This design comes from an exercise in tuning for small area, a short achievable clock period and few clock cycles per item on the open sky130 flow, not from production work. Only simulation tests tie the RTL to the original design; equivalence was not proved.

==> design/flow/design.v <==
`default_nettype none
package sw_pkg;
    localparam int REF_LEN   = 64;
    localparam int QUERY_LEN = 48;
    localparam int PE_COUNT  = QUERY_LEN;
    localparam int HW = 7;
    function automatic logic gt7(input logic [HW-1:0] a, input logic [HW-1:0] b);
        logic g;
        g = 1'b0;
        for (int k = 0; k < HW; k++) g = (a[k] & ~b[k]) | ((a[k] | ~b[k]) & g);
        gt7 = g;
    endfunction
    function automatic logic [2:0] tsub(input logic [1:0] t, input logic [2:0] v);
        logic c1, c2;
        c1 = ~v[0] & t[0];
        c2 = (~v[1] & t[1]) | (c1 & (~v[1] | t[1]));
        tsub = {v[2] ^ c2, ~v[1] ^ t[1] ^ c1, ~(v[0] ^ t[0])};
    endfunction
    function automatic logic [3:0] accl(input logic [1:0] lo, input logic [2:0] u);
        logic x0, x1, x2, x3, c1, c2;
        x0 = lo[0] ^ u[0];
        c1 = lo[0] & u[0];
        x1 = lo[1] ^ u[1] ^ c1;
        c2 = (lo[1] & u[1]) | (c1 & (lo[1] | u[1]));
        x2 = u[2] ^ c2;
        x3 = u[2] & c2;
        accl = {x3 | (x2 & x1), ~x3 & ~x2 & ~x1, ~x1, x0};
    endfunction
endpackage
`default_nettype wire
`timescale 1ns/1ps
`default_nettype none
module sw_ctrl #(
    parameter int P = sw_pkg::PE_COUNT
) (
    input  logic         clk,
    input  logic         reset,
    input  logic         valid_i,
    input  logic [1:0]   ref_base_i,
    input  logic [1:0]   query_base_i,
    input  logic         replay_i,       
    input  logic         replay_f_i,     
    input  logic [1:0]   replay_rb_i,
    output logic         replay_start_o,
    output logic         kill_o,
    output logic         f_o,            
    output logic [1:0]   rb_o,
    output logic [P-1:0] cap_o,
    output logic [1:0]   bq_o
);
    logic       v_q;
    logic [1:0] r_q;
    logic [5:0] cnt_q;     
    logic       gap_q;
    logic       kill_q;    
    always_ff @(posedge clk or posedge reset) begin
        if (reset) begin
            v_q   <= 1'b0;
            cnt_q <= '0;
            gap_q <= 1'b0;
            kill_q <= 1'b0;
        end else begin
            kill_q <= !valid_i && (cnt_q != '0);
            v_q <= valid_i;
            if (valid_i) cnt_q <= cnt_q + 6'd1;
            if (kill_o) gap_q <= 1'b1;
            else if (f_o) gap_q <= 1'b0;
        end
    end
    always_ff @(posedge clk) begin
        r_q <= ref_base_i;
    end
    assign kill_o         = kill_q;
    assign replay_start_o = v_q && (cnt_q == '0) && gap_q;
    assign f_o  = (v_q && (cnt_q == 6'd1)) || replay_f_i;
    assign rb_o = replay_i ? replay_rb_i : r_q;
    assign bq_o = query_base_i;
    for (genvar k = 0; k < P; k++) begin : g_cap
        assign cap_o[k] = valid_i && (cnt_q == 6'(k));
    end
endmodule
`default_nettype wire
`timescale 1ns/1ps
`default_nettype none
module sw_sweep_counter (
    input  logic clk,
    input  logic reset,
    input  logic start_i,
    output logic active_o,
    output logic first_o
);
    logic       act_q;
    logic [5:0] cnt_q;
    always_ff @(posedge clk or posedge reset) begin
        if (reset) begin
            act_q <= 1'b0;
            cnt_q <= '0;
        end else if (start_i) begin
            act_q <= 1'b1;
            cnt_q <= '0;
        end else if (act_q) begin
            cnt_q <= cnt_q + 6'd1;
            if (cnt_q == 6'(sw_pkg::REF_LEN - 1)) act_q <= 1'b0;
        end
    end
    assign active_o = act_q;
    assign first_o  = act_q && (cnt_q == '0);
endmodule
`default_nettype wire
`timescale 1ns/1ps
`default_nettype none
module sw_seq_store #(
    parameter int W     = 2,
    parameter int DEPTH = 64
) (
    input  logic         clk,
    input  logic         shift_i,
    input  logic [W-1:0] data_i,
    output logic [W-1:0] tail_o
);
    logic [W-1:0] mem [DEPTH];
    always_ff @(posedge clk) begin
        if (shift_i) begin
            mem[0] <= data_i;
            for (int k = 1; k < DEPTH; k++) mem[k] <= mem[k-1];
        end
    end
    assign tail_o = mem[DEPTH-1];
endmodule
`default_nettype wire
`timescale 1ns/1ps
`default_nettype none
module sw_pe #(
    parameter int ROW = 1
) (
    input  logic                  clk,
    input  logic                  reset,
    input  logic                  kill_i,      
    input  logic                  f_i,         
    input  logic [1:0]            rb_i,        
    input  logic [2:0]            uu_i,        
    input  logic                  eu_i,        
    input  logic [sw_pkg::HW-1:0] au_i,        
    input  logic [sw_pkg::HW-1:0] a2_i,        
    input  logic [sw_pkg::HW-1:0] cbs_i,       
    input  logic [5:0]            cbi_i,       
    input  logic                  cap_i,
    input  logic [1:0]            bq_i,
    output logic                  f_o,
    output logic [1:0]            rb_o,
    output logic [2:0]            u_o,         
    output logic                  e_o,         
    output logic [sw_pkg::HW-1:0] a_o,         
    output logic [sw_pkg::HW-1:0] an_o,        
    output logic [sw_pkg::HW-1:0] h_o,         
    output logic [sw_pkg::HW-1:0] cbs_o,       
    output logic [5:0]            cbi_o
);
    localparam int W = sw_pkg::HW;
    logic [1:0]   q_q;
    logic [2:0]   v_q;     
    logic         ed_q;    
    logic [W-1:0] a_q;     
    logic         a3, a4, a5, a6;      
    logic         b3, b4, b5, b6;      
    logic         m;                   
    logic         z0;                  
    logic         t1, t2, t3;          
    logic [1:0]   tb;                  
    logic [2:0]   vl;
    logic [2:0]   un, vn;
    logic         en, edn;
    always_comb begin
        z0 = (ROW == 1) || f_i || (au_i == '0);
        m  = (rb_i == q_q);
        a3 = uu_i[2] | (uu_i[1] & (uu_i[0] | eu_i));
        a4 = uu_i[2] | (uu_i[1] & uu_i[0] & eu_i);
        a5 = uu_i[2] & (uu_i[1] | uu_i[0] | eu_i);
        a6 = uu_i[2] & (uu_i[1] | (uu_i[0] & eu_i));
        if (f_i) begin
            {b3, b4, b5, b6} = 4'b0000;
            vl = 3'd2;
        end else begin
            b3 = v_q[2] | (v_q[1] & (v_q[0] | ed_q));
            b4 = v_q[2] | (v_q[1] & v_q[0] & ed_q);
            b5 = v_q[2] & (v_q[1] | v_q[0] | ed_q);
            b6 = v_q[2] & (v_q[1] | (v_q[0] & ed_q));
            vl = v_q;
        end
        t3 = m | a6 | b6;
        t2 = m | a5 | b5;
        t1 = m | a4 | b4 | z0;
        tb = {t2, (t1 & ~t2) | t3};
        un  = sw_pkg::tsub(tb, vl);    
        vn  = sw_pkg::tsub(tb, uu_i);  
        en  = a3 & (~t1 | a4) & (~t2 | a5) & (~t3 | a6);
        edn = b3 & (~t1 | b4) & (~t2 | b5) & (~t3 | b6);
    end
    logic [W-1:0] ab;
    logic [3:0]   al;
    logic [W-3:0] tg;
    always_comb begin
        ab = f_o ? '0 : a_q;
        al = sw_pkg::accl(ab[1:0], u_o);
        for (int k = 0; k < W - 2; k++) begin
            tg[k] = (al[3] & ((k == 0) | (&(ab[W-1:2] | ~((W-2)'((1 << k) - 1)))))) |
                    (al[2] & ((k == 0) | ~(|(ab[W-1:2] & (W-2)'((1 << k) - 1)))));
        end
    end
    always_ff @(posedge clk or posedge reset) begin
        if (reset) f_o <= 1'b0;
        else       f_o <= f_i && !kill_i;
    end
    always_ff @(posedge clk) begin
        if (!kill_i) rb_o <= rb_i;
        u_o  <= un;
        e_o  <= en;
        if (cap_i) q_q <= bq_i;
        v_q  <= vn;
        ed_q <= edn;
        a_q <= an_o;
    end
    assign an_o = {ab[W-1:2] ^ tg, al[1:0]};
    assign a_o  = a_q;
    if (ROW == sw_pkg::PE_COUNT) begin : g_h
        always_ff @(posedge clk) begin
            h_o <= (f_i ? '0 : au_i) + W'(tb) - W'(1);
        end
    end else begin : g_no_h
        assign h_o = '0;
    end
    if (ROW <= 2) begin : g_no_best
        assign cbs_o = '0;
        assign cbi_o = '0;
    end else begin : g_best
        logic take;
        assign take = sw_pkg::gt7(a2_i, cbs_i);
        always_ff @(posedge clk) begin
            cbs_o <= take ? a2_i : cbs_i;
            cbi_o <= take ? 6'(ROW - 2) : cbi_i;
        end
    end
endmodule
`default_nettype wire
`timescale 1ns/1ps
`default_nettype none
module sw_pe_array #(
    parameter int P = sw_pkg::PE_COUNT
) (
    input  logic                  clk,
    input  logic                  reset,
    input  logic                  kill_i,
    input  logic                  f_i,
    input  logic [1:0]            rb_i,
    input  logic [P-1:0]          cap_i,
    input  logic [1:0]            bq_i,
    output logic [1:0]            rb_o,        
    output logic                  fp_o,        
    output logic                  f_o,         
    output logic [sw_pkg::HW-1:0] cbs_o,       
    output logic [5:0]            cbi_o,
    output logic [sw_pkg::HW-1:0] a1_o,        
    output logic [sw_pkg::HW-1:0] h_o          
);
    localparam int W = sw_pkg::HW;
    logic         l_f   [P+1];
    logic [1:0]   l_rb  [P+1];
    logic [2:0]   l_u   [P+1];
    logic         l_e   [P+1];
    logic [W-1:0] l_a   [P+1];
    logic [W-1:0] l_h   [P+1];
    logic [W-1:0] l_cbs [P+1];
    logic [5:0]   l_cbi [P+1];
    assign l_f[0]   = f_i;
    assign l_rb[0]  = rb_i;
    assign l_u[0]   = 3'd2;
    assign l_e[0]   = 1'b0;
    assign l_a[0]   = '0;
    assign l_cbs[0] = '0;
    assign l_cbi[0] = '0;
    for (genvar k = 0; k < P; k++) begin : g_pe
        logic [W-1:0] a2;
        if (k == 0) begin : g_a20
            assign a2 = '0;
        end else begin : g_a2n
            assign a2 = l_a[k-1];
        end
        sw_pe #(.ROW (k + 1)) u_pe (
            .clk     (clk),
            .reset   (reset),
            .kill_i  (kill_i),
            .f_i     (l_f[k]),
            .rb_i    (l_rb[k]),
            .uu_i    (l_u[k]),
            .eu_i    (l_e[k]),
            .au_i    (l_a[k]),
            .a2_i    (a2),
            .cbs_i   (l_cbs[k]),
            .cbi_i   (l_cbi[k]),
            .cap_i   (cap_i[k]),
            .bq_i    (bq_i),
            .f_o     (l_f[k+1]),
            .rb_o    (l_rb[k+1]),
            .u_o     (l_u[k+1]),
            .e_o     (l_e[k+1]),
            .a_o     (l_a[k+1]),
            .an_o    (),
            .h_o     (l_h[k+1]),
            .cbs_o   (l_cbs[k+1]),
            .cbi_o   (l_cbi[k+1])
        );
    end
    assign rb_o  = l_rb[P];
    assign f_o   = l_f[P];
    assign cbs_o = l_cbs[P];
    assign a1_o  = l_a[P-1];
    assign cbi_o = l_cbi[P];
    assign h_o   = l_h[P];
    assign fp_o  = l_f[P-1];
endmodule
`default_nettype wire
`timescale 1ns/1ps
`default_nettype none
module sw_max_tracker #(
    parameter int P = sw_pkg::PE_COUNT
) (
    input  logic                  clk,
    input  logic                  reset,
    input  logic                  kill_i,
    input  logic                  fp_i,      
    input  logic                  f_i,       
    input  logic [sw_pkg::HW-1:0] cbs_i,     
    input  logic [5:0]            cbi_i,
    input  logic [sw_pkg::HW-1:0] a1_i,      
    input  logic [sw_pkg::HW-1:0] a_i,       
    output logic                  finish_o,
    output logic [20:0]           best_o
);
    localparam int W = sw_pkg::HW;
    logic         act_q;
    logic [6:0]   j_q;
    logic         fin_q;
    logic [W-1:0] bs_q;
    logic [6:0]   bj_q;
    logic [5:0]   bi_q;
    logic [W-1:0] os_q;
    logic [6:0]   oj_q;
    logic [5:0]   oi_q;
    logic         act;
    logic [6:0]   j;
    logic         g1, g2, g3, w1, w0;
    logic         tc, t1, t0, take;
    logic [W-1:0] ns;
    logic [5:0]   ni;
    always_comb begin
        act = f_i || act_q;
        j   = f_i ? 7'd1 : j_q;
        g1 = sw_pkg::gt7(a1_i, cbs_i);
        g2 = sw_pkg::gt7(a_i, cbs_i);
        g3 = sw_pkg::gt7(a_i, a1_i);
        w0 = g2 & g3;               
        w1 = g1 & ~g3;              
        tc = sw_pkg::gt7(cbs_i, bs_q) || ((cbs_i == bs_q) && (cbi_i < bi_q));
        t1 = sw_pkg::gt7(a1_i, bs_q) || ((a1_i == bs_q) && (bi_q == 6'(P)));
        t0 = sw_pkg::gt7(a_i, bs_q);
        take = w0 ? t0 : (w1 ? t1 : tc);
        ns   = w0 ? a_i : (w1 ? a1_i : cbs_i);
        ni   = w0 ? 6'(P) : (w1 ? 6'(P - 1) : cbi_i);
    end
    always_ff @(posedge clk or posedge reset) begin
        if (reset) begin
            act_q <= 1'b0;
            fin_q <= 1'b0;
        end else begin
            act_q <= act && (j != 7'(sw_pkg::REF_LEN)) && !kill_i;
            fin_q <= act && (j == 7'(sw_pkg::REF_LEN)) && !kill_i;
        end
    end
    always_ff @(posedge clk) begin
        j_q <= j + 7'd1;
        if (fp_i) begin
            bs_q <= '0;
            bj_q <= '0;
            bi_q <= '0;
        end else if (act && take) begin
            bs_q <= ns;
            bj_q <= j;
            bi_q <= ni;
        end
    end
    always_ff @(posedge clk) begin
        if (act && take) begin
            os_q <= ns;
            oj_q <= j;
            oi_q <= ni;
        end else begin
            os_q <= bs_q;
            oj_q <= bj_q;
            oi_q <= bi_q;
        end
    end
    assign finish_o = fin_q;
    assign best_o   = {{(8 - W){1'b0}}, os_q, oj_q, oi_q};
endmodule
`default_nettype wire
`timescale 1ns/1ps
`default_nettype none
module sw_top (
    input  logic        clk,
    input  logic        reset,
    input  logic        valid_i,
    input  logic [1:0]  ref_base_i,
    input  logic [1:0]  query_base_i,
    output logic        finish_o,
    output logic [20:0] result_o
);
    localparam int P = sw_pkg::PE_COUNT;
    localparam int W = sw_pkg::HW;
    logic [1:0]   a_rb;
    logic         replay_start;
    logic         replay;
    logic         replay_f;
    logic [1:0]   replay_rb;
    logic         kill;
    logic         s_f;
    logic [1:0]   s_rb;
    logic [P-1:0] cap;
    logic [1:0]   bq;
    logic         a_fp;
    logic         a_f;
    logic [W-1:0] a_cbs;
    logic [5:0]   a_cbi;
    logic [W-1:0] a_a1;
    logic [W-1:0] a_a;
    sw_ctrl #(.P (P)) u_ctrl (
        .clk (clk), .reset (reset), .valid_i (valid_i),
        .ref_base_i (ref_base_i), .query_base_i (query_base_i),
        .replay_i (replay), .replay_f_i (replay_f), .replay_rb_i (replay_rb),
        .replay_start_o (replay_start),
        .kill_o (kill), .f_o (s_f), .rb_o (s_rb), .cap_o (cap), .bq_o (bq)
    );
    sw_seq_store #(.W (2), .DEPTH (sw_pkg::REF_LEN - P)) u_ref_store (
        .clk (clk), .shift_i (!kill), .data_i (a_rb), .tail_o (replay_rb)
    );
    sw_sweep_counter u_replay (
        .clk (clk), .reset (reset), .start_i (replay_start),
        .active_o (replay), .first_o (replay_f)
    );
    sw_pe_array #(.P (P)) u_array (
        .clk (clk), .reset (reset), .kill_i (kill), .f_i (s_f), .rb_i (s_rb),
        .cap_i (cap), .bq_i (bq),
        .rb_o (a_rb), .fp_o (a_fp), .f_o (a_f), .cbs_o (a_cbs), .cbi_o (a_cbi), .a1_o (a_a1), .h_o (a_a)
    );
    sw_max_tracker #(.P (P)) u_tracker (
        .clk (clk), .reset (reset), .kill_i (kill), .fp_i (a_fp), .f_i (a_f), .cbs_i (a_cbs),
        .cbi_i (a_cbi), .a1_i (a_a1), .a_i (a_a), .finish_o (finish_o), .best_o (result_o)
    );
endmodule
`default_nettype wire
==> design/flow/flow/run.sh <==
#!/bin/bash
# The standard layout, with a faster buffer on each input and output port
# (buffer_ports otherwise picks a slow delay buffer that sets the period).
set -euo pipefail
export BUFFER_PORTS_ARGS="-buffer_cell sky130_fd_sc_hd__buf_4"
bash standard.sh > standard.log 2>&1
==> design/flow/standard.sh <==
#!/bin/bash
# synth_recipe.tcl (not shown) runs the flow's synth.tcl, then flattens the netlist and writes it again
# the make line also repeats each setting of config.mk as NAME=value (left out here)
make -C /OpenROAD-flow-scripts/flow DESIGN_CONFIG=/design/flow/config.mk WORK_HOME=/design/flow/orfs CLKGATE_MAP_FILE= SYNTH_SCRIPT=/design/flow/synth_recipe.tcl "${@:-finish}"
==> design/flow/config.mk <==
export PLATFORM = sky130hd
export DESIGN_NAME = sw_top
export DESIGN_NICKNAME = sw_top
export VERILOG_FILES = /design/flow/design.v
export SDC_FILE = /design/flow/constraint.sdc
export NUM_CORES = 4
export LEC_CHECK = 0
export ABC_AREA = 1
export CAP_MARGIN = 20
export CORE_MARGIN = 2
export CORE_UTILIZATION = 65
export SLEW_MARGIN = 20
==> design/flow/constraint.sdc <==
create_clock -name core_clock -period 11.0 [get_ports {clk}]
set_input_delay 2.2000 -clock core_clock [delete_from_list [all_inputs] [get_ports {clk}]]
set_output_delay 2.2000 -clock core_clock [all_outputs]
set_load 0.01 [all_outputs]
==> notes.md, run 1 <==
status complete, no violations; R2R cell count 12; pre-CTS setup slack 7.37 ns; leading area contributor after synthesis dfxtp_1; antenna violations before repair 3; WP data arrival 1.30 ns; DRT Pass-1 Iters 9; DR DRC count 0; Starting Density 0.656; Final Hold Viols 0; Total Neg Setup Slack 0 ns; R2R Path Start u_array.g_pe[47].u_pe.q_q[1]; # nets final 8732; Mapped Nets 8653; WHS Path Cells 0; fin crit period 3.50 ns; slew at the pin with the worst max-slew slack 0.926 ns; Routed WL 142 mm; most numerous cell in the Yosys netlist nand2_1; Rel. slew slack 0.383; crit start category register; Final Max Tran Viols 0; # resized after CTS 0; port bufs 27; Mapped Cells 8219; DP Area 0.0719 mm²; Levels on crit path 1; finished layout cell area 0.0775 mm²; postcts setup bufs 0; async set or reset register ratio after synthesis 0.0414; Post-Syn Area 0.0703 mm²; main area contributors after synthesis dfxtp_1, edfxtp_1, nand2_1; Top FF cell, synth dfxtp_1; share of cells above drive strength 1 0.0488; RSZ-0062 raised after global routing false; synth cell count leaders nand2_1, inv_1, dfxtp_1; number of flops mapped to enable cells by yosys 224; total CTS buffers 162; Antenna Nets Post-Route 0; area growth from synthesis to layout 10.1%; CTS tree yes; largest net degree at the start of global routing 87; Final setup viols 0; DR vias 52100; max-cap check violation count 0; maximum fanout along the worst path 1; Slowest-stage cell, CP dfrtp_1; clock buffer depth 3; Die Span Y 333 µm; Critical Path Source u_tracker.fin_q; die area 0.111 mm²; Clock Sinks 1595; fin worst setup slack 7.50 ns; Ant. Diodes 0; Crit path max-delay family flip-flops; WHS 0.355 ns; Worst EP required 8.80 ns; Critical Path, Cell by Cell buf_4; Mean Syn Cell Area 8.56 µm²; RD Place Congestion 0.878; # rows 120; clock latency on the worst-skew pair 0.76 ns; GRT Overall Usage 0.257; vias in the first global route 50400; Hold WC Path Type register to register; root buf cell clkbuf_16; Synth warnings 69; final setup skew 0.0148 ns; Synth Register Bits 1595; share of the synthesized area in the top cell type 0.371; DR iter-0 viols 3284; critical path buffer and inverter count 1; Reg2Reg Setup Slack 7.81 ns; H-Tree Depth 4; routed len/inst 14.4 µm; first-pass GRT wire length 238 mm; Max Fclk 286 MHz; slowest cell delay on critical path 0.39 ns; Overflow after GRT 0; CP Capture Type output port; FF-to-FF End u_array.g_pe[47].u_pe.h_o[5]; Avg Vias per Cell 5.30; I/O pin count 29; CORE AREA 0.107 mm²; register area share after synthesis 0.491; critical path type register to output port; Worst Setup EP finish_o; clock-pin slew on the worst setup and hold paths 0.06 ns; Synth cell types 50; HPWL Detailed 103 mm; die span in x 333 µm; hold_buf cts 0; Final Cycle Share 0.318
[layout make-up]
class / instances / area, µm²
fill: 8292 / 29700
multi-input combinational: 5185 / 30400
inverter: 1321 / 4960
clock buffer: 224 / 4750
timing repair buffer: 33 / 251
clock inverter: 71 / 858
sequential: 1595 / 34500
tap: 1403 / 1760
[placed cells by master, fill, tap and decap left out, drive strengths merged, types with 19 or more instances in the layout]
cell type and count:
nand2 1620, inv 1323, dfxtp 1305, nor2 765
o21ai 585, a21oi 296, ha 285, xor2 248
edfxtp 224, clkbuf 224, xnor2 178, o22ai 176
nor3 142, fa 142, nand3 134, nand4 98
or2 90, o211ai 80, dfrtp 66, a21boi 65
a22oi 55, nor4 51, o31ai 47, clkinv 45
or3 42, o221ai 39, buf 33, bufinv 19
[state kept, by name, indices dropped and copies added, names as in the netlist, 2 cells and up]
register,count
u_replay.cnt_q,6
u_array.g_pe.u_pe.e_o,46
u_tracker.os_q,7
u_array.g_pe.u_pe.h_o,7
u_array.g_pe.u_pe.rb_o,96
u_tracker.bs_q,7
u_array.g_pe.u_pe.q_q,96
u_tracker.j_q,7
u_ctrl.r_q,2
u_ref_store.mem,32
u_array.g_pe.u_pe.f_o,48
u_array.g_pe.u_pe.v_q,144
u_array.g_pe.u_pe.ed_q,48
u_tracker.oj_q,7
u_array.g_pe.u_pe.cbi_o,219
u_array.g_pe.u_pe.u_o,141
u_ctrl.cnt_q,6
u_array.g_pe.u_pe.a_q,329
u_array.g_pe.u_pe.cbs_o,322
u_tracker.bj_q,7
u_tracker.bi_q,6
u_tracker.oi_q,6
[per-layer routing]
layer,vias to the layer above,GRT usage,routed length (µm)
met2,991,0.441,67700
met4,6,0.0901,4460
met5,-,0,37
met3,276,0.0348,5340
li1,26700,-,-
met1,24200,0.334,64400
[metrics by stage]
step            util  std cells
2_1_floorplan      -       8219
3_3_place_gp   0.670       9537
4_1_cts        0.723       9832
6_report       0.723       9832
3_5_place_dp   0.670       9537
5_1_grt        0.723       9832
[cell families after synthesis]
logic type	synth area share
fa+ha+maj	0.0911
buf+inv	0.0776
flops	0.491
simple gates	0.174
xor+xnor	0.0530
other cells	0.0000533
compound gates	0.113
[worst min path at each step]
| stage | startpoint | slack [ns] | endpoint |
|---|---|---|---|
| after floorplan | u_array.g_pe[9].u_pe.cbi_o[0] | 0.39 | u_array.g_pe[10].u_pe.cbi_o[0] |
| after global placement | u_array.g_pe[0].u_pe.a_q[5] | 0.34 | u_array.g_pe[2].u_pe.cbs_o[5] |
| after detailed placement | u_array.g_pe[0].u_pe.a_q[6] | 0.34 | u_array.g_pe[2].u_pe.cbs_o[6] |
| after CTS | u_array.g_pe[0].u_pe.a_q[4] | 0.35 | u_array.g_pe[2].u_pe.cbs_o[4] |
| after global routing | u_array.g_pe[0].u_pe.a_q[4] | 0.37 | u_array.g_pe[2].u_pe.cbs_o[4] |
| final | u_array.g_pe[0].u_pe.a_q[4] | 0.35 | u_array.g_pe[2].u_pe.cbs_o[4] |
Testbench counts, summed over its fixed seeds: cycles 14,472, alignments 128.
==> run 2: changes to the inputs <==
--- a/design/flow/config.mk
+++ b/design/flow/config.mk
@@ -9,4 +9,6 @@
 export CAP_MARGIN = 20
 export CORE_MARGIN = 2
 export CORE_UTILIZATION = 65
+export CTS_CLUSTER_DIAMETER = 150
+export CTS_CLUSTER_SIZE = 24
 export SLEW_MARGIN = 20
==> run 2 against run 1 <==
Worst setup slack improved by 0.091 ns. Clock-buffer cell count decreased by 107. Critical path depth unchanged. Largest cell class unchanged. Critical endpoint unchanged. Still clean on timing, DRC and antenna. Flip-flop and latch count unchanged.
==> notes.md, run 2 <==
status complete, no violations; Synth Register Bits 1595 (unchanged); DR iter-0 viols 3285 (+0.030%); Top FF cell, synth dfxtp_1; Max Fclk 293 MHz (+2.7%); Total Neg Setup Slack 0 ns (unchanged); most common cell after layout, fill and taps aside nand2_1; HPWL Detailed 103 mm (unchanged); final setup skew 0.0195 ns (+0.00475 ns); clock latency on the worst-skew pair 0.68 ns (-0.08 ns); crit start category register; Mapped Nets 8653 (unchanged); Crit path max-delay family flip-flops; # rows 120 (unchanged); die area 0.111 mm² (unchanged); Mean Syn Cell Area 8.56 µm² (unchanged); area growth from synthesis to layout 5.23%; Clock Sinks 1595 (unchanged); Mapped Cells 8219 (unchanged); Final Max Tran Viols 0 (unchanged); slowest cell delay on critical path 0.40 ns (about the same); Final Hold Viols 0 (unchanged); clock-pin slew on the worst setup and hold paths 0.09 ns (+0.03 ns); root buf cell clkbuf_16; DRT Pass-1 Iters 6 (-3); dpl cells 9537 (unchanged); antenna violations before repair 2 (-1); # nets final 8646 (-0.98%); RSZ-0062 raised after global routing false; Overflow after GRT 0 (unchanged); largest net degree at the start of global routing 87 (unchanged); Final setup viols 0 (unchanged); Core Util, Final 0.690 (-0.0321); vias in the first global route 48600 (-3.5%); async set or reset register ratio after synthesis 0.0414 (unchanged); WP data arrival 1.21 ns (-0.09 ns); Antenna Nets Post-Route 0 (unchanged); postcts setup bufs 0 (unchanged); hold_buf cts 0 (unchanged); Reg with most FFs u_array.g_pe.u_pe.a_q; Synth warnings 69 (unchanged); Rel. slew slack 0.370 (-0.0130); Avg Vias per Cell 5.29 (-0.20%); Starting Density 0.656 (unchanged); clock buffer depth 3 (unchanged); Synth cell types 50 (unchanged); CORE AREA 0.107 mm² (unchanged); maximum fanout along the worst path 1 (unchanged); Post-Syn Area 0.0703 mm² (unchanged); critical path type register to output port; Slowest-stage cell, CP dfrtp_1; register area share after synthesis 0.491 (unchanged); Hold WC Path Type register to register; GRT Overall Usage 0.248 (-0.00866); leading area contributor after synthesis dfxtp_1; DR DRC count 0 (unchanged); die span in x 333 µm (unchanged); main area contributors after synthesis dfxtp_1, edfxtp_1, nand2_1; Critical Path, Cell by Cell buf_4; Worst EP required 8.80 ns (about the same); Top Registers u_array.g_pe.u_pe.a_q: 329 flops, u_array.g_pe.u_pe.cbs_o: 322 flops, u_array.g_pe.u_pe.cbi_o: 219 flops; number of flops mapped to enable cells by yosys 224 (unchanged); max-cap check violation count 0 (unchanged); synth cell count leaders nand2_1, inv_1, dfxtp_1; first-pass GRT wire length 231 mm (-2.9%); Finished Layout Cells 9660 (-1.7%); Final Cycle Share 0.310 (-0.00825); H-Tree Depth 3 (-1); most numerous cell in the Yosys netlist nand2_1; Routed WL 137 mm (-3.1%); most frequent cells in the layout nand2_1, inv_1, dfxtp_1, nor2_1, o21ai_0; CP Capture Type output port; slew at the pin with the worst max-slew slack 0.945 ns (+0.0195 ns); share of the synthesized area in the top cell type 0.371 (unchanged); # resized after CTS 0 (unchanged); routed len/inst 14.2 µm (-1.4%); CTS tree yes; port bufs 27 (unchanged); Ant. Diodes 0 (unchanged); DR vias 51100 (-1.9%); I/O pin count 29 (unchanged); RD Place Congestion 0.878 (unchanged); max reg flops 329 (unchanged); share of cells above drive strength 1 0.0283 (-0.0204); Die Span Y 333 µm (unchanged); critical path buffer and inverter count 1 (unchanged); fin crit period 3.41 ns (-0.0908 ns); total CTS buffers 76 (-53%)
run 2: cell counts after synthesis:
Identical to the previous run, type by type.
run 2: area by class of cell:
cell class                 count  area, µm²
sequential                  1595      34500
fill                        8769      33200
multi-input combinational   5185      30400
inverter                    1321       4960
clock buffer                 117       2100
tap                         1403       1760
timing repair buffer          33        251
clock inverter                 6       67.6
run 2: logic make-up after synthesis:
family,share of synthesized area
fa+ha+maj,0.0911
other cells,0.0000533
flops,0.491
simple gates,0.174
compound gates,0.113
buf+inv,0.0776
xor+xnor,0.0530
run 2: worst paths after layout:
kind | from | end | slack [ns] | depth (start not counted)
worst min-delay path | u_array.g_pe[0].u_pe.a_q[4] | u_array.g_pe[2].u_pe.cbs_o[4] | 0.36 | 0
min in group asynchronous | reset | u_array.g_pe[1].u_pe.f_o | 1.56 | 2
worst max-delay path | u_tracker.fin_q | finish_o | 7.59 | 1
worst max register to register | u_array.g_pe[47].u_pe.q_q[1] | u_array.g_pe[47].u_pe.h_o[5] | 7.79 | 12
worst min register to register | u_array.g_pe[0].u_pe.a_q[4] | u_array.g_pe[2].u_pe.cbs_o[4] | 0.36 | 0
max in group asynchronous | reset | u_ctrl.kill_q | 8.18 | 3
run 2: metal layers:
layer	wire length, µm	up-vias	track usage
met2	65300	843	0.426
met5	24	-	0
met1	63900	23700	0.333
li1	-	26400	-
met4	3830	4	0.0700
met3	4400	199	0.0273
run 2: per-stage QoR:
| step | cell area, µm² | setup WS, ns | hold slack (ns) |
|---|---|---|---|
| global route | 74000 | 7.52 | 0.371 |
| global placement | 71900 | 7.35 | 0.339 |
| finish | 74000 | 7.59 | 0.359 |
| CTS | 74000 | 7.54 | 0.360 |
| floorplan | 70300 | 7.15 | 0.388 |
| detailed placement | 71900 | 7.37 | 0.337 |
==> run 3: changes to the inputs <==
--- a/design/flow/config.mk
+++ b/design/flow/config.mk
@@ -8,7 +8,7 @@
 export ABC_AREA = 1
 export CAP_MARGIN = 20
 export CORE_MARGIN = 2
-export CORE_UTILIZATION = 65
+export CORE_UTILIZATION = 75
 export CTS_CLUSTER_DIAMETER = 150
-export CTS_CLUSTER_SIZE = 24
+export CTS_CLUSTER_SIZE = 28
 export SLEW_MARGIN = 20
==> run 3 against run 2 <==
Critical path depth stayed put. Final cell count down 1.7%. Critical path type unchanged. Synthesized area unchanged. Utilization is 9.9 points higher. Still clean on timing, DRC and antenna. Clock skew rose by 0.0021 ns. Flip-flop and latch count unchanged. Highest routed layer unchanged. Worst setup slack got worse by 0.0078 ns. Global-route usage up 4.0 points. Synthesized cell count is the same. First-iteration DRC count up 24%.
==> notes.md, run 3 <==
critical path type register to output port; routed len/inst 14.6 µm (+2.5%); R2R Path Start u_array.g_pe[46].u_pe.rb_o[1]; Levels on crit path 1 (unchanged); Max Fclk 293 MHz (-0.23%); Clock Sinks 1595 (unchanged); Antenna Nets Post-Route 0 (unchanged); most common cell after layout, fill and taps aside nand2_1; async set or reset register ratio after synthesis 0.0414 (unchanged); Core Util, Final 0.790 (+0.0992); Ant. Diodes 0 (unchanged); Crit path max-delay family flip-flops; Total Neg Setup Slack 0 ns (unchanged); DR iter-0 viols 4078 (+24%); status complete, no violations; largest net degree at the start of global routing 73 (-16%); DP Area 0.0717 mm² (-0.25%); CP Capture Type output port; total CTS buffers 66 (-13%); Hold WC Path Type register to register; RSZ-0062 raised after global routing false; pre-CTS setup slack 7.32 ns (-0.0499 ns); fin worst setup slack 7.58 ns (-0.00780 ns); Routed WL 139 mm (+0.81%); WHS 0.362 ns (+0.00370 ns); Mean Syn Cell Area 8.56 µm² (unchanged); fin crit period 3.42 ns (+0.00780 ns); most frequent cells in the layout nand2_1, inv_1, dfxtp_1, nor2_1, o21ai_0; number of flops mapped to enable cells by yosys 224 (unchanged); clock latency on the worst-skew pair 0.67 ns (about the same); share of the synthesized area in the top cell type 0.371 (unchanged); share of cells above drive strength 1 0.0271 (-0.00129); Synth cell types 50 (unchanged); H-Tree Depth 3 (unchanged); final setup skew 0.0217 ns (+0.00215 ns); Die Span Y 310 µm (-6.8%); CORE AREA 0.0932 mm² (-13%); max-cap check violation count 0 (unchanged); register area share after synthesis 0.491 (unchanged); Avg Vias per Cell 5.50 (+3.9%); Final setup viols 0 (unchanged); die area 0.0963 mm² (-13%); Final Cycle Share 0.310 (+0.000709); Final Hold Viols 0 (unchanged); antenna violations before repair 4 (+2); postcts setup bufs 0 (unchanged); Slowest-stage cell, CP dfrtp_1; port bufs 27 (unchanged); RD Place Congestion 0.891 (+1.4%); Rel. slew slack 0.355 (-0.0154); FF-to-FF End u_array.g_pe[47].u_pe.h_o[5]; slowest cell delay on critical path 0.40 ns (about the same); HPWL Detailed 103 mm (+0.46%); CTS tree yes; Critical Path, Cell by Cell buf_4; most numerous cell in the Yosys netlist nand2_1; Reg2Reg Setup Slack 7.86 ns (+0.07 ns); Mapped Nets 8653 (unchanged); clock buffer depth 3 (unchanged); synth cell count leaders nand2_1, inv_1, dfxtp_1; I/O pin count 29 (unchanged); maximum fanout along the worst path 1 (unchanged); first-pass GRT wire length 230 mm (-0.57%); R2R cell count 12 (unchanged); max reg flops 329 (unchanged); hold_buf cts 0 (unchanged); crit start category register; Synth Register Bits 1595 (unchanged); slew at the pin with the worst max-slew slack 0.968 ns (+0.0231 ns); Top Registers u_array.g_pe.u_pe.a_q: 329 flops, u_array.g_pe.u_pe.cbs_o: 322 flops, u_array.g_pe.u_pe.cbi_o: 219 flops; # nets final 8637 (-0.10%); Final Max Tran Viols 0 (unchanged); # resized after CTS 0 (unchanged); Overflow after GRT 0 (unchanged); Synth warnings 69 (unchanged); main area contributors after synthesis dfxtp_1, edfxtp_1, nand2_1; Worst EP required 8.80 ns (about the same); critical path buffer and inverter count 1 (unchanged); vias in the first global route 49900 (+2.7%); finished layout cell area 0.0736 mm² (-0.58%); die span in x 310 µm (-6.8%); Reg with most FFs u_array.g_pe.u_pe.a_q; Hold Startpoint u_array.g_pe[0].u_pe.a_q[6]; root buf cell clkbuf_16; leading area contributor after synthesis dfxtp_1; Starting Density 0.755 (+0.0987); WHS Path Cells 0 (unchanged); Mapped Cells 8219 (unchanged); DR DRC count 0 (unchanged); # rows 112 (-6.7%); DRT Pass-1 Iters 6 (unchanged); clock-pin slew on the worst setup and hold paths 0.11 ns (+0.02 ns); Post-Syn Area 0.0703 mm² (unchanged); Top FF cell, synth dfxtp_1; GRT Overall Usage 0.288 (+0.0398); area growth from synthesis to layout 4.62%; hold endpoint u_array.g_pe[2].u_pe.cbs_o[6]; WP data arrival 1.22 ns (about the same); DR vias 52200 (+2.1%)
==> run 3: cell types whose count changed in the layout (fill, tap and decap cells not counted) <==
cell	before	now
clkinv_8	2	0
clkbuf_1	39	36
o21ai_1	3	2
buf_2	0	1
buf_4	32	33
buf_6	1	0
o21ai_0	580	581
clkbuf_16	78	71
inv_6	4	1
==> run 3: through the flow <==
step	std cells
finish	9497
global route	9497
CTS	9497
detailed placement	9389
global placement	9388
floorplan	8219
==> run 3: cell type report <==
class                      instances  area (µm²)
clock buffer                     107        1910
sequential                      1595       34500
multi-input combinational       5185       30400
fill                            6469       19600
timing repair buffer              34         253
inverter                        1321        4960
tap                             1254        1570
clock inverter                     1        8.76
==> run 3: worst max path at each step <==
stage / start / to / slack [ns]
after floorplan: reset / u_array.g_pe[0].u_pe.f_o / 7.15
after global placement: reset / u_ctrl.kill_q / 7.31
after detailed placement: reset / u_ctrl.kill_q / 7.32
after CTS: u_tracker.fin_q / finish_o / 7.56
final: u_tracker.fin_q / finish_o / 7.58
after global routing: u_tracker.fin_q / finish_o / 7.55
==> run 3: logic make-up (layout without fill, tap and decap cells) <==
group,count (synthesis),count (layout),synth area share
flops,1595,1595,0.491
fa+ha+maj,427,427,0.0911
xor+xnor,426,426,0.0530
buf+inv,1439,1463,0.0776
simple gates,2958,2958,0.174
other cells,1,1,0.0000533
compound gates,1373,1373,0.113
==> run 3: per-layer routing <==
metal | wire, µm | GRT usage
met5 | 21 | 0
met4 | 3620 | 0.0818
met2 | 68000 | 0.514
met1 | 61200 | 0.369
met3 | 5720 | 0.0353
==> run 4: changes to the inputs <==
==> design/flow/flow/run.sh (replaced) <==
#!/bin/bash
# The standard layout, with a faster buffer on each input and output port
# (buffer_ports otherwise picks a slow delay buffer that sets the period).
set -euo pipefail
export BUFFER_PORTS_ARGS="-buffer_cell sky130_fd_sc_hd__buf_2"
bash standard.sh > standard.log 2>&1
--- a/design/flow/config.mk
+++ b/design/flow/config.mk
@@ -8,7 +8,7 @@
 export ABC_AREA = 1
 export CAP_MARGIN = 20
 export CORE_MARGIN = 2
-export CORE_UTILIZATION = 75
+export CORE_UTILIZATION = 65
 export CTS_CLUSTER_DIAMETER = 150
-export CTS_CLUSTER_SIZE = 28
+export CTS_CLUSTER_SIZE = 24
 export SLEW_MARGIN = 20
==> run 4 against run 3 <==
Sequential share of layout area fell by 0.22 points. Clock skew rose by 0.0063 ns. Register-to-register slack barely moved. Routed wire length fell by 1.4%. Flip-flop and latch count did not move. Highest routed layer unchanged.
==> notes.md, run 4 <==
DR vias 50900 (-2.5%); CORE AREA 0.107 mm² (+15%); most numerous cell in the Yosys netlist nand2_1; async set or reset register ratio after synthesis 0.0414 (unchanged); Reg with most FFs u_array.g_pe.u_pe.a_q; Post-Syn Area 0.0703 mm² (unchanged); DR iter-0 viols 3220 (-21%); I/O pin count 29 (unchanged); Die Span Y 333 µm (+7.3%); Mapped Nets 8653 (unchanged); Avg Vias per Cell 5.27 (-4.1%); R2R cell count 12 (unchanged); Overflow after GRT 0 (unchanged); Starting Density 0.656 (-0.0987); Slowest-stage cell, CP dfrtp_1; DR DRC count 0 (unchanged); Clock Sinks 1595 (unchanged); R2R Path Start u_array.g_pe[46].u_pe.rb_o[1]; clock-pin slew on the worst setup and hold paths 0.10 ns (about the same); Levels on crit path 1 (unchanged); clock latency on the worst-skew pair 0.68 ns (about the same); Total Neg Setup Slack 0 ns (unchanged); die area 0.111 mm² (+15%); WHS Path Cells 0 (unchanged); RSZ-0062 raised after global routing false; Rel. slew slack 0.358 (+0.00344); FF-to-FF End u_array.g_pe[47].u_pe.h_o[5]; die span in x 333 µm (+7.3%); WHS 0.357 ns (-0.00572 ns); Mean Syn Cell Area 8.56 µm² (unchanged); first-pass GRT wire length 231 mm (+0.37%); Critical Path, Cell by Cell buf_2; most common cell after layout, fill and taps aside nand2_1; Antenna Nets Post-Route 0 (unchanged); crit start category register; # rows 120 (+7.1%); slew at the pin with the worst max-slew slack 0.963 ns (-0.00516 ns); fin crit period 3.40 ns (-0.0171 ns); postcts setup bufs 0 (unchanged); Reg2Reg Setup Slack 7.85 ns (about the same); Routed WL 137 mm (-1.4%); DRT Pass-1 Iters 6 (unchanged); CTS tree yes; H-Tree Depth 3 (unchanged); maximum fanout along the worst path 1 (unchanged); number of flops mapped to enable cells by yosys 224 (unchanged); register area share after synthesis 0.491 (unchanged); Synth Register Bits 1595 (unchanged); vias in the first global route 48700 (-2.6%); Top FF cell, synth dfxtp_1; main area contributors after synthesis dfxtp_1, edfxtp_1, nand2_1; Worst EP required 8.80 ns (about the same); Final Hold Viols 0 (unchanged); WP data arrival 1.20 ns (-0.02 ns); Final Max Tran Viols 0 (unchanged); Final setup viols 0 (unchanged); share of cells above drive strength 1 0.0280 (+0.000930); critical path type register to output port; leading area contributor after synthesis dfxtp_1; Mapped Cells 8219 (unchanged); total CTS buffers 76 (+15%); hold_buf cts 0 (unchanged); antenna violations before repair 5 (+1); most frequent cells in the layout nand2_1, inv_1, dfxtp_1, nor2_1, o21ai_0; Synth warnings 69 (unchanged); root buf cell clkbuf_16; Hold WC Path Type register to register; status complete, no violations; routed len/inst 14.1 µm (-3.0%); Hold Startpoint u_array.g_pe[0].u_pe.a_q[4]; # resized after CTS 0 (unchanged); GRT Overall Usage 0.248 (-0.0405); CP Capture Type output port; # nets final 8646 (+0.10%); HPWL Detailed 102 mm (-0.94%); Max Fclk 294 MHz (+0.50%); hold endpoint u_array.g_pe[2].u_pe.cbs_o[4]; largest net degree at the start of global routing 79 (+8.2%); final setup skew 0.0280 ns (+0.00634 ns); RD Place Congestion 0.894 (+0.40%); synth cell count leaders nand2_1, inv_1, dfxtp_1; Crit path max-delay family flip-flops; port bufs 27 (unchanged); Final Cycle Share 0.309 (-0.00155); area growth from synthesis to layout 5.11%; critical path buffer and inverter count 1 (unchanged); max-cap check violation count 0 (unchanged); max reg flops 329 (unchanged); slowest cell delay on critical path 0.39 ns (about the same); Synth cell types 50 (unchanged); clock buffer depth 3 (unchanged); share of the synthesized area in the top cell type 0.371 (unchanged); Top Registers u_array.g_pe.u_pe.a_q: 329 flops, u_array.g_pe.u_pe.cbs_o: 322 flops, u_array.g_pe.u_pe.cbi_o: 219 flops
==> run 4: logic make-up after synthesis <==
logic type | count (synthesis) | share of synthesized area
and+or+nand+nor | 2958 | 0.174
DFF | 1595 | 0.491
buffers and inverters | 1439 | 0.0776
AOI/OAI and AO/OA | 1373 | 0.113
adders and majority gates | 427 | 0.0911
xor gates and xnor gates | 426 | 0.0530
other | 1 | 0.0000533
==> run 4: area by class of cell <==
type	instances	area, µm²
antenna	1	2.50
clock buffer	119	2130
clock inverter	2	25.0
fill	8806	33300
inverter	1321	4960
multi-input combinational	5185	30400
sequential	1595	34500
tap	1403	1760
timing repair buffer	33	180
==> run 4: metrics by stage <==
stage               cells  area (µm²)  utilization  setup WS [ns]
global placement     9537       71800        0.670           7.35
floorplan            8219       70300            -           7.15
global route         9658       73900        0.690           7.53
detailed placement   9537       71800        0.670           7.35
finish               9659       73900        0.690           7.60
CTS                  9658       73900        0.690           7.55
==> run 4: worst max-delay path by stage <==
stage	from	to	slack [ns]
2_1_floorplan	reset	u_array.g_pe[0].u_pe.f_o	7.15
6_report	u_tracker.fin_q	finish_o	7.60
4_1_cts	u_tracker.fin_q	finish_o	7.55
5_1_grt	u_tracker.fin_q	finish_o	7.53
3_5_place_dp	reset	u_ctrl.kill_q	7.35
3_3_place_gp	reset	u_ctrl.kill_q	7.35
==> run 4: metal layers <==
layer  vias up  part of all wire  track usage
li1      26400                 -            -
met1     23500              0.47        0.334
met4         4             0.023       0.0591
met3       192             0.034       0.0279
met2       806              0.48        0.427
met5         -           0.00017            0
==> run 4: worst reg2reg max path: stages (launching register included) <==
cell	delay (ns)
edfxtp_1	0.41
xor2_1	0.16
nor3b_1	0.61
inv_1	0.17
o21ai_0	0.16
nor2_1	0.15
ha_1	0.29
inv_1	0.06
ha_1	0.16
inv_1	0.06
fa_1	0.40
o31ai_1	0.31
xor2_1	0.16

-- re-timing with driven ports --
How much do the figures lean on ideal ports? The routed layouts below were timed once more, with nothing changed but the port constraints.
Step 1 (the two cells are an assumption about what drives the block):
set clk [get_ports {clk}]
set_driving_cell -lib_cell sky130_fd_sc_hd__clkbuf_16 $clk
set_driving_cell -lib_cell sky130_fd_sc_hd__buf_2 [delete_from_list [all_inputs] $clk]
Step 2 also shifts input and output timing later by t, the mid clock arrival at the registers, as if the neighbouring blocks saw the same clock.
Slacks: ideal ports / drivers / drivers and shift; pairs: ideal ports / drivers.
run | t, ns | setup slack, ns | hold WS [ns] | clock arrival spread, ns
run 1 | 0.821 | 7.502 / 7.431 / 7.306 | 0.355 / 0.355 / 0.355 | 0.025 / 0.024
run 2 | 0.748 | 7.592 / 7.513 / 7.343 | 0.359 / 0.359 / 0.359 | 0.034 / 0.033
run 3 | 0.732 | 7.585 / 7.514 / 7.302 | 0.362 / 0.362 / 0.362 | 0.025 / 0.025
run 4 | 0.738 | 7.602 / 7.533 / 7.235 | 0.357 / 0.357 / 0.357 | 0.034 / 0.034
After both steps every run listed still meets setup and hold. The setup slack of run 4, which loses most, moves by -0.069 ns with the drivers and by -0.367 ns with both steps.
